Source: an optimization exercise on an open RTL-to-GDS flow (aim: a short achievable clock period and few clock cycles). Production flows keep margins and buffers that such runs may drop. Only simulation tests tie the RTL to the original design; equivalence was not proved. Power and IR drop assume default switching activity.

==> design/flow/design.v <==
package rt_pkg;
  typedef logic signed [31:0] fixed_t;   
  typedef struct packed {
    fixed_t z;
    fixed_t y;
    fixed_t x;
  } vec3_t;
  typedef struct packed {
    vec3_t dir;
    vec3_t orig;
  } ray_t;
  typedef struct packed {
    vec3_t v2;
    vec3_t v1;
    vec3_t v0;
  } tri_t;
  localparam int unsigned RAY_HWORDS = 12;
  localparam int unsigned CNT_HWORDS = 2;
  localparam int unsigned TRI_HWORDS = 18;
  typedef enum logic [2:0] {
    StIdle,
    StRay,
    StCnt,
    StTri,
    StHold,
    StDone
  } fetch_state_e;
endpackage
module avm_read_issuer #(
  parameter int unsigned MAX_PEND = 4
) (
  input  logic        clk,
  input  logic        reset,
  input  logic        load_i,
  input  logic [31:0] load_addr_i,
  input  logic        active_i,
  input  logic [4:0]  rec_len_i,
  input  logic        rec_done_i,
  input  logic        rsp_i,
  input  logic        waitrequest_i,
  output logic        read_o,
  output logic [31:0] address_o
);
  logic [31:0] addr_q, addr_d;
  logic [4:0]  req_q, req_d;
  logic [3:0]  pend_q, pend_d;
  logic        accept;
  always_comb begin
    read_o = active_i && (req_q < rec_len_i) && (pend_q < 4'(MAX_PEND));
    accept = read_o && !waitrequest_i;
    addr_d = addr_q;
    req_d  = req_q;
    pend_d = pend_q;
    if (load_i) begin
      addr_d = load_addr_i;
      req_d  = '0;
      pend_d = '0;
    end else begin
      if (accept) begin
        addr_d = addr_q + 32'd2;
        req_d  = req_q + 5'd1;
      end
      if (rec_done_i) req_d = '0;
      if (accept && !rsp_i) begin
        pend_d = pend_q + 4'd1;
      end else if (!accept && rsp_i) begin
        pend_d = pend_q - 4'd1;
      end
    end
  end
  always_ff @(posedge clk) begin
    if (!reset) begin
      addr_q <= '0;
      req_q  <= '0;
      pend_q <= '0;
    end else begin
      addr_q <= addr_d;
      req_q  <= req_d;
      pend_q <= pend_d;
    end
  end
  assign address_o = addr_q;
endmodule
module scene_fetch #(
  parameter int unsigned MAX_PEND = 4
) (
  input  logic                 clk,
  input  logic                 reset,
  input  logic                 start,
  input  logic [31:0]          base_addr,
  output logic                 avm_m0_read,
  output logic [31:0]          avm_m0_address,
  output logic [1:0]           avm_m0_byteenable,
  input  logic                 avm_m0_waitrequest,
  input  logic [15:0]          avm_m0_readdata,
  input  logic                 avm_m0_readdatavalid,
  output logic [191:0]         o_ray,
  output logic                 o_ray_valid,
  output logic [287:0]         o_tri,
  output logic [31:0]          o_tri_index,
  output logic                 o_tri_valid,
  input  logic                 i_tri_ready,
  output logic                 o_tri_last,
  output logic [31:0]          o_tri_cnt,
  output logic                 o_busy,
  output logic                 o_done
);
  rt_pkg::fetch_state_e state_q, state_d;
  logic [4:0]   recv_q, recv_d;
  logic [287:0] rec_q, rec_d;
  rt_pkg::ray_t         ray_q, ray_d;
  rt_pkg::tri_t         tri_q, tri_d;
  logic         ray_valid_q, ray_valid_d, tri_valid_q, tri_valid_d;
  logic [31:0]  cnt_q, cnt_d, tri_idx_q, tri_idx_d, fetched_q, fetched_d;
  logic [4:0]   rec_len;
  logic         fetching, take, last_hw, handshake, is_last, load;
  always_comb begin
    unique case (state_q)
      rt_pkg::StRay:   rec_len = 5'(rt_pkg::RAY_HWORDS);
      rt_pkg::StCnt:   rec_len = 5'(rt_pkg::CNT_HWORDS);
      default: rec_len = 5'(rt_pkg::TRI_HWORDS);
    endcase
  end
  assign fetching = (state_q == rt_pkg::StRay) || (state_q == rt_pkg::StCnt) || (state_q == rt_pkg::StTri);
  assign take      = fetching && avm_m0_readdatavalid;
  assign last_hw   = take && (recv_q == rec_len - 5'd1);
  assign handshake = tri_valid_q && i_tri_ready;
  assign is_last   = (tri_idx_q == cnt_q - 32'd1);
  assign load      = (state_q == rt_pkg::StIdle) && start;
  avm_read_issuer #(.MAX_PEND(MAX_PEND)) u_issuer (
    .clk           (clk),
    .reset         (reset),
    .load_i        (load),
    .load_addr_i   (base_addr),
    .active_i      (fetching),
    .rec_len_i     (rec_len),
    .rec_done_i    (last_hw),
    .rsp_i         (take),
    .waitrequest_i (avm_m0_waitrequest),
    .read_o        (avm_m0_read),
    .address_o     (avm_m0_address)
  );
  always_comb begin
    state_d     = state_q;
    recv_d      = recv_q;
    rec_d       = rec_q;
    ray_d       = ray_q;
    ray_valid_d = ray_valid_q;
    cnt_d       = cnt_q;
    tri_d       = tri_q;
    tri_valid_d = tri_valid_q;
    tri_idx_d   = tri_idx_q;
    fetched_d   = fetched_q;
    if (take) begin
      rec_d[{recv_q, 4'd0} +: 16] = avm_m0_readdata;
      recv_d = last_hw ? 5'd0 : recv_q + 5'd1;
    end
    case (state_q)
      rt_pkg::StIdle: if (start) begin
        state_d     = rt_pkg::StRay;
        ray_valid_d = 1'b0;
        cnt_d       = '0;
        tri_idx_d   = '0;
        fetched_d   = '0;
        recv_d      = '0;
      end
      rt_pkg::StRay: if (last_hw) begin
        ray_d       = rec_d[191:0];
        ray_valid_d = 1'b1;
        state_d     = rt_pkg::StCnt;
      end
      rt_pkg::StCnt: if (last_hw) begin
        cnt_d   = rec_d[31:0];
        state_d = (rec_d[31:0] == 32'd0) ? rt_pkg::StDone : rt_pkg::StTri;
      end
      rt_pkg::StTri: if (last_hw) begin
        tri_d       = rec_d;
        tri_valid_d = 1'b1;
        tri_idx_d   = fetched_q;
        fetched_d   = fetched_q + 32'd1;
        state_d     = rt_pkg::StHold;
      end
      rt_pkg::StHold: begin
        if (handshake) begin
          tri_valid_d = 1'b0;
          if (is_last) begin
            state_d = rt_pkg::StDone;
          end else begin
            state_d = rt_pkg::StTri;
          end
        end
      end
      rt_pkg::StDone:  state_d = rt_pkg::StIdle;
      default: state_d = rt_pkg::StIdle;
    endcase
  end
  always_ff @(posedge clk) begin
    if (!reset) begin
      state_q     <= rt_pkg::StIdle;
      recv_q      <= '0;
      rec_q       <= '0;
      ray_q       <= '0;
      ray_valid_q <= 1'b0;
      cnt_q       <= '0;
      tri_q       <= '0;
      tri_valid_q <= 1'b0;
      tri_idx_q   <= '0;
      fetched_q   <= '0;
    end else begin
      state_q     <= state_d;
      recv_q      <= recv_d;
      rec_q       <= rec_d;
      ray_q       <= ray_d;
      ray_valid_q <= ray_valid_d;
      cnt_q       <= cnt_d;
      tri_q       <= tri_d;
      tri_valid_q <= tri_valid_d;
      tri_idx_q   <= tri_idx_d;
      fetched_q   <= fetched_d;
    end
  end
  assign avm_m0_byteenable = 2'b11;
  assign o_ray       = ray_q;
  assign o_ray_valid = ray_valid_q;
  assign o_tri       = tri_q;
  assign o_tri_index = tri_idx_q;
  assign o_tri_valid = tri_valid_q;
  assign o_tri_last  = tri_valid_q && is_last;
  assign o_tri_cnt   = cnt_q;
  assign o_busy      = (state_q != rt_pkg::StIdle);
  assign o_done      = (state_q == rt_pkg::StDone);
endmodule
==> design/flow/run.sh <==
#!/bin/bash
# synth_recipe.tcl (not shown) runs the flow's synth.tcl, then flattens the netlist and writes it again
# the make line also repeats each setting of config.mk as NAME=value (left out here)
make -C /OpenROAD-flow-scripts/flow DESIGN_CONFIG=/design/flow/config.mk WORK_HOME=/design/flow/orfs CLKGATE_MAP_FILE= SYNTH_SCRIPT=/design/flow/synth_recipe.tcl finish
==> design/flow/config.mk <==
export PLATFORM = sky130hd
export DESIGN_NAME = scene_fetch
export DESIGN_NICKNAME = scene_fetch
export VERILOG_FILES = /design/flow/design.v
export SDC_FILE = /design/flow/constraint.sdc
export NUM_CORES = 4
export LEC_CHECK = 0
export CAP_MARGIN = 20
export CORE_MARGIN = 2
export CORE_UTILIZATION = 40
export SLEW_MARGIN = 20
==> design/flow/constraint.sdc <==
create_clock -name core_clock -period 8.0 [get_ports {clk}]
set_input_delay 1.6000 -clock core_clock [delete_from_list [all_inputs] [get_ports {clk}]]
set_output_delay 1.6000 -clock core_clock [all_outputs]
set_load 0.01 [all_outputs]
==> run notes <==
sequential cells by signal, summed over array words and instances, names as in the netlist, 3 cells and up:
signal,cells
rec_q,288
tri_q,288
ray_q,192
cnt_q,32
fetched_q,32
tri_idx_q,32
u_issuer.addr_q,32
recv_q,5
u_issuer.req_q,5
u_issuer.pend_q,4
state_q,3
metal layers:
| layer | global-route usage | routed length (µm) |
|---|---|---|
| met5 | 0 | 0 |
| met4 | 0.0772 | 3180 |
| met3 | 0.0730 | 8060 |
| met2 | 0.404 | 51800 |
| met1 | 0.306 | 46300 |
cell usage after synthesis, types with 3 or more instances:
master / n / share of area
sky130_fd_sc_hd__o21a_1: 4 / 0.00089
sky130_fd_sc_hd__and2_1: 8 / 0.0015
sky130_fd_sc_hd__nand2_1: 93 / 0.010
sky130_fd_sc_hd__a211oi_1: 485 / 0.11
sky130_fd_sc_hd__nand3_1: 61 / 0.0091
sky130_fd_sc_hd__and3_1: 33 / 0.0061
sky130_fd_sc_hd__nor3_1: 26 / 0.0039
sky130_fd_sc_hd__mux2i_1: 296 / 0.088
sky130_fd_sc_hd__a31oi_1: 4 / 0.00074
sky130_fd_sc_hd__xnor2_1: 54 / 0.014
sky130_fd_sc_hd__xor2_1: 55 / 0.014
sky130_fd_sc_hd__nor2b_1: 10 / 0.0019
sky130_fd_sc_hd__or2_2: 4 / 0.00074
sky130_fd_sc_hd__a21oi_1: 79 / 0.012
sky130_fd_sc_hd__or3_1: 9 / 0.0017
sky130_fd_sc_hd__nor3_2: 3 / 0.00089
sky130_fd_sc_hd__clkbuf_1: 273 / 0.030
sky130_fd_sc_hd__buf_2: 11 / 0.0016
sky130_fd_sc_hd__nor4b_1: 6 / 0.0016
sky130_fd_sc_hd__inv_1: 17 / 0.0019
sky130_fd_sc_hd__buf_1: 14 / 0.0016
sky130_fd_sc_hd__nor3b_1: 6 / 0.0013
sky130_fd_sc_hd__dfxtp_1: 915 / 0.54
sky130_fd_sc_hd__and3b_1: 5 / 0.0013
sky130_fd_sc_hd__nor2_1: 886 / 0.099
sky130_fd_sc_hd__o21ai_0: 72 / 0.011
sky130_fd_sc_hd__nand2b_1: 5 / 0.00093
sky130_fd_sc_hd__nor4_1: 29 / 0.0054
sky130_fd_sc_hd__o211ai_1: 8 / 0.0018
sky130_fd_sc_hd__o211a_1: 3 / 0.00089
sky130_fd_sc_hd__ha_1: 13 / 0.0048
sky130_fd_sc_hd__and4_1: 9 / 0.0023
sky130_fd_sc_hd__nand4_1: 25 / 0.0046
power groups by stage:
stage | Clock (mW) | Combinational (mW) | Sequential, mW
4_1_cts | 4.84 | 0.320 | 4.60
3_5_place_dp | 0 | 0.319 | 4.70
3_3_place_gp | 0 | 0.319 | 4.70
6_report | 4.73 | 0.317 | 4.60
5_1_grt | 5.02 | 0.339 | 4.60
2_1_floorplan | 0 | 0.166 | 4.70
through the flow:
stage / area [µm²] / power, mW / hold WS (ns) / instances
after floorplan: 33700 / 4.86 / 0.453 / 3563
after global placement: 40600 / 5.02 / 0.444 / 5021
after detailed placement: 40600 / 5.02 / 0.462 / 5023
after CTS: 44100 / 9.76 / 0.470 / 5207
after global routing: 44100 / 9.96 / 0.489 / 5207
final: 44100 / 9.65 / 0.465 / 5207
layout make-up:
class / count / share of cell area
clock buffer: 142 / 0.0653
inverter: 18 / 0.00170
sequential: 915 / 0.416
tap: 1080 / 0.0307
clock inverter: 42 / 0.0129
timing repair buffer: 681 / 0.152
multi-input combinational: 2329 / 0.322
worst reg2reg max path: stages, from the launching register on:
cell and delay (ns):
sky130_fd_sc_hd__dfxtp_1 0.60, sky130_fd_sc_hd__or3b_1 0.54, sky130_fd_sc_hd__ha_1 0.34, sky130_fd_sc_hd__a21boi_0 0.12
sky130_fd_sc_hd__o21a_1 0.18, sky130_fd_sc_hd__o21ai_0 0.41, sky130_fd_sc_hd__and3b_1 0.55, sky130_fd_sc_hd__ha_1 0.27
sky130_fd_sc_hd__inv_1 0.09, sky130_fd_sc_hd__ha_1 0.28, sky130_fd_sc_hd__a21o_1 0.18, sky130_fd_sc_hd__a21oi_1 0.17
sky130_fd_sc_hd__xnor2_1 0.09, sky130_fd_sc_hd__or3_1 0.30, sky130_fd_sc_hd__a21oi_1 0.13
worst max-delay path by stage:
stage | endpoint | from
2_1_floorplan | o_tri_last | cnt_q[0]$_SDFFE_PN0P_
3_3_place_gp | cnt_q[25]$_SDFFE_PN0P_ | avm_m0_readdatavalid
3_5_place_dp | cnt_q[20]$_SDFFE_PN0P_ | avm_m0_readdatavalid
4_1_cts | o_tri_last | cnt_q[0]$_SDFFE_PN0P_
5_1_grt | o_tri_last | cnt_q[0]$_SDFFE_PN0P_
6_report | o_tri_last | cnt_q[0]$_SDFFE_PN0P_
cells by family after synthesis:
logic type | synth area share
AO/OA/AOI/OAI | 0.140
flip-flops | 0.544
AND/OR/NAND/NOR | 0.157
other | 0.000111
XOR/XNOR | 0.0284
adder cells (fa/ha/maj) | 0.00543
multiplexers | 0.0887
buffers and inverters | 0.0364
==> flow_metrics.tcl <==
set metrics [dict create \
    numCtsBuffers 98 \
    vdd_drop_max_v 0.000193 \
    synthCells 3562 \
    crit_family "simple AND/OR/NAND/NOR gates" \
    cts-root-to-sink-buffers 3 \
    maxCapViolations 0 \
    timing.final.max_slew_violations 0 \
    timing.critical_path.mode_cell "sky130_fd_sc_hd__nand3_1" \
    cts-root-buf "sky130_fd_sc_hd__clkbuf_16" \
    antenna_violating_nets_post_route 0 \
    timing.fmax_mhz 177 \
    hold-path-endpoint "u_issuer.addr_q[0]$_SDFFE_PN0P_" \
    critical_path.reg2reg.endpoint "u_issuer.pend_q[3]$_SDFFE_PP0P_" \
    hold_buffers 0 \
    grt_first_pass_wirelength_um 163000 \
    clockPowerShare 0.491 \
    timing.clock.skew_ns 0.0347 \
    critPathKind "flop to output port" \
    die-area_mm2 0.0865 \
    critPathRequiredTime_ns 6.40 \
    synth.yosys.seq_area_share 0.544 \
    layout.cells.most_common_list "915 x sky130_fd_sc_hd__dfxtp_1, 882 x sky130_fd_sc_hd__nor2_1, 619 x sky130_fd_sc_hd__clkdlybuf4s50_1" \
    initial_core_util 0.403 \
    timing.final.crit_period_ns 5.66 \
    share_seq_of_total_power 0.476 \
    min_delay_path_depth 2 \
    n_antenna_cell 0 \
    post-route-drc-count 0 \
    layout-area-overhead-vs-synth_pct 30.9 \
    core_area_mm2 0.0836 \
    grt_util_all_layers 0.245 \
    multi_input_area_mm2 0.0142 \
    outcome "no timing/DRC/antenna violations" \
    power_frac_comb 0.033 \
    post-route-period-util 0.707 \
    post-cts-setup-buffers 0 \
    critical_path.cell_chain "inv_1, ha_1, or4b_1, nor3b_1, nand3_1, a22oi_1, nand3_1, nor4b_1, o21ai_0, nor4_1, clkdlybuf4s50_1" \
    regToRegSetupSlack_ns 3.69 \
    switching_power_mw 2.19 \
    layout-drive-gt1-share 0.0623 \
    first_global_vias 25500 \
    timing.rr.start "state_q[0]$_SDFFE_PN0P_" \
    worst_ep_arrival_time_ns 4.06 \
    post_place_setup_slack_ns 2.94 \
    ctsResizeCount 0 \
    grt_start_max_net_pins 237 \
    fin_nets 4111 \
    post_synth_instance_area_mm2 0.0337 \
    netlist-cell-type-count 67 \
    hpwlAfterDp_um 70400 \
    post_route_setup_tns_ns 0 \
    detailedRoute.firstPassIterationCount 5 \
    cp_num_cells 11 \
    finalSetupViolCount 0 \
    switching_share 0.227 \
    timing.critical_path.to_type "output port" \
    final_core_utilization 0.527 \
    critical_path_peak_fanout 10 \
    ys_ff_latch 915 \
    routed-via-count 27100 \
    internal_power_mw 7.46 \
    detail_route.wirelength_um 109000 \
    post_dr_vias_cell 5.20 \
    ctsHtreeMaxLevel 3 \
    grt_remaining_overflow 0 \
    die_height_um 294 \
    routabilityCongestion 0.895 \
    setup.worst_path.start_class "flop" \
    io_pins 638 \
    wl_per_cell_um 21.0 \
    synth_warnings 2 \
    maxSlewHeadroom 0.218 \
    synth_area_per_cell_um2 9.45 \
    clk_latency_ns 0.67 \
    worst_hold_startpoint "u_issuer.addr_q[0]$_SDFFE_PN0P_" \
    num-fill-cells 7847 \
    grt_antenna_before_repair 1 \
    clk_pin_slew_ns 0.06 \
    timing.reg2reg.worst_path_depth 14 \
    drt_first_iter_violations 1614 \
    cellPowerDensity_mw_per_mm2 219 \
    fin_ws_ns 2.34 \
    crit_slowest_cell "sky130_fd_sc_hd__clkdlybuf4s50_1" \
    seqCellArea_mm2 0.0183 \
    cpPeakStageDelay_ns 0.61 \
    power.static_leakage_nw 16.1 \
    hold_path.class "flop to flop" \
    cts_tree "done" \
    synth-edff-count 0 \
    postSynth.asyncResetShare 0 \
    tightest_slew_ns 1.17 \
    placement_rows 106 \
    synthFlopType "sky130_fd_sc_hd__dfxtp_1" \
    rsz_0062_raised_after_global_routing "false" \
    timing.critical_path.buf_inv 2 \
    clkSinkCount 915 \
    final_common_cell "sky130_fd_sc_hd__dfxtp_1" \
    buffer_ports.inserted 635 \
    dieWidth_um 294 \
    timing.final.hold_violations 0 \
]
Testbench counts, summed over its fixed seeds: cycles 104,428.

==> re-timing with driven ports <==
In the flow no input, the clock included, has a driving cell. The finished layout below was timed again as built, in two steps. Step 1 assumes that a clkbuf_16 drives the clock port and a buf_2 every other input. Step 2, shift: input delay + t, output delay - t, t = (earliest + latest rising clock arrival at the registers) / 2. This alone moves slack from input paths to output paths. Three values: ideal ports, drivers, drivers and shift; two values: the first two.
t, ns: 0.722
slack for setup (ns): 2.342 / 2.275 / 2.806
clock arrival spread, ns: 0.037 / 0.037
worst slew at a driven data input, ns: 0.07
After both steps this run still meets setup and hold. For this run, drivers alone change the setup slack by -0.067 ns; drivers and shift together by +0.464 ns.
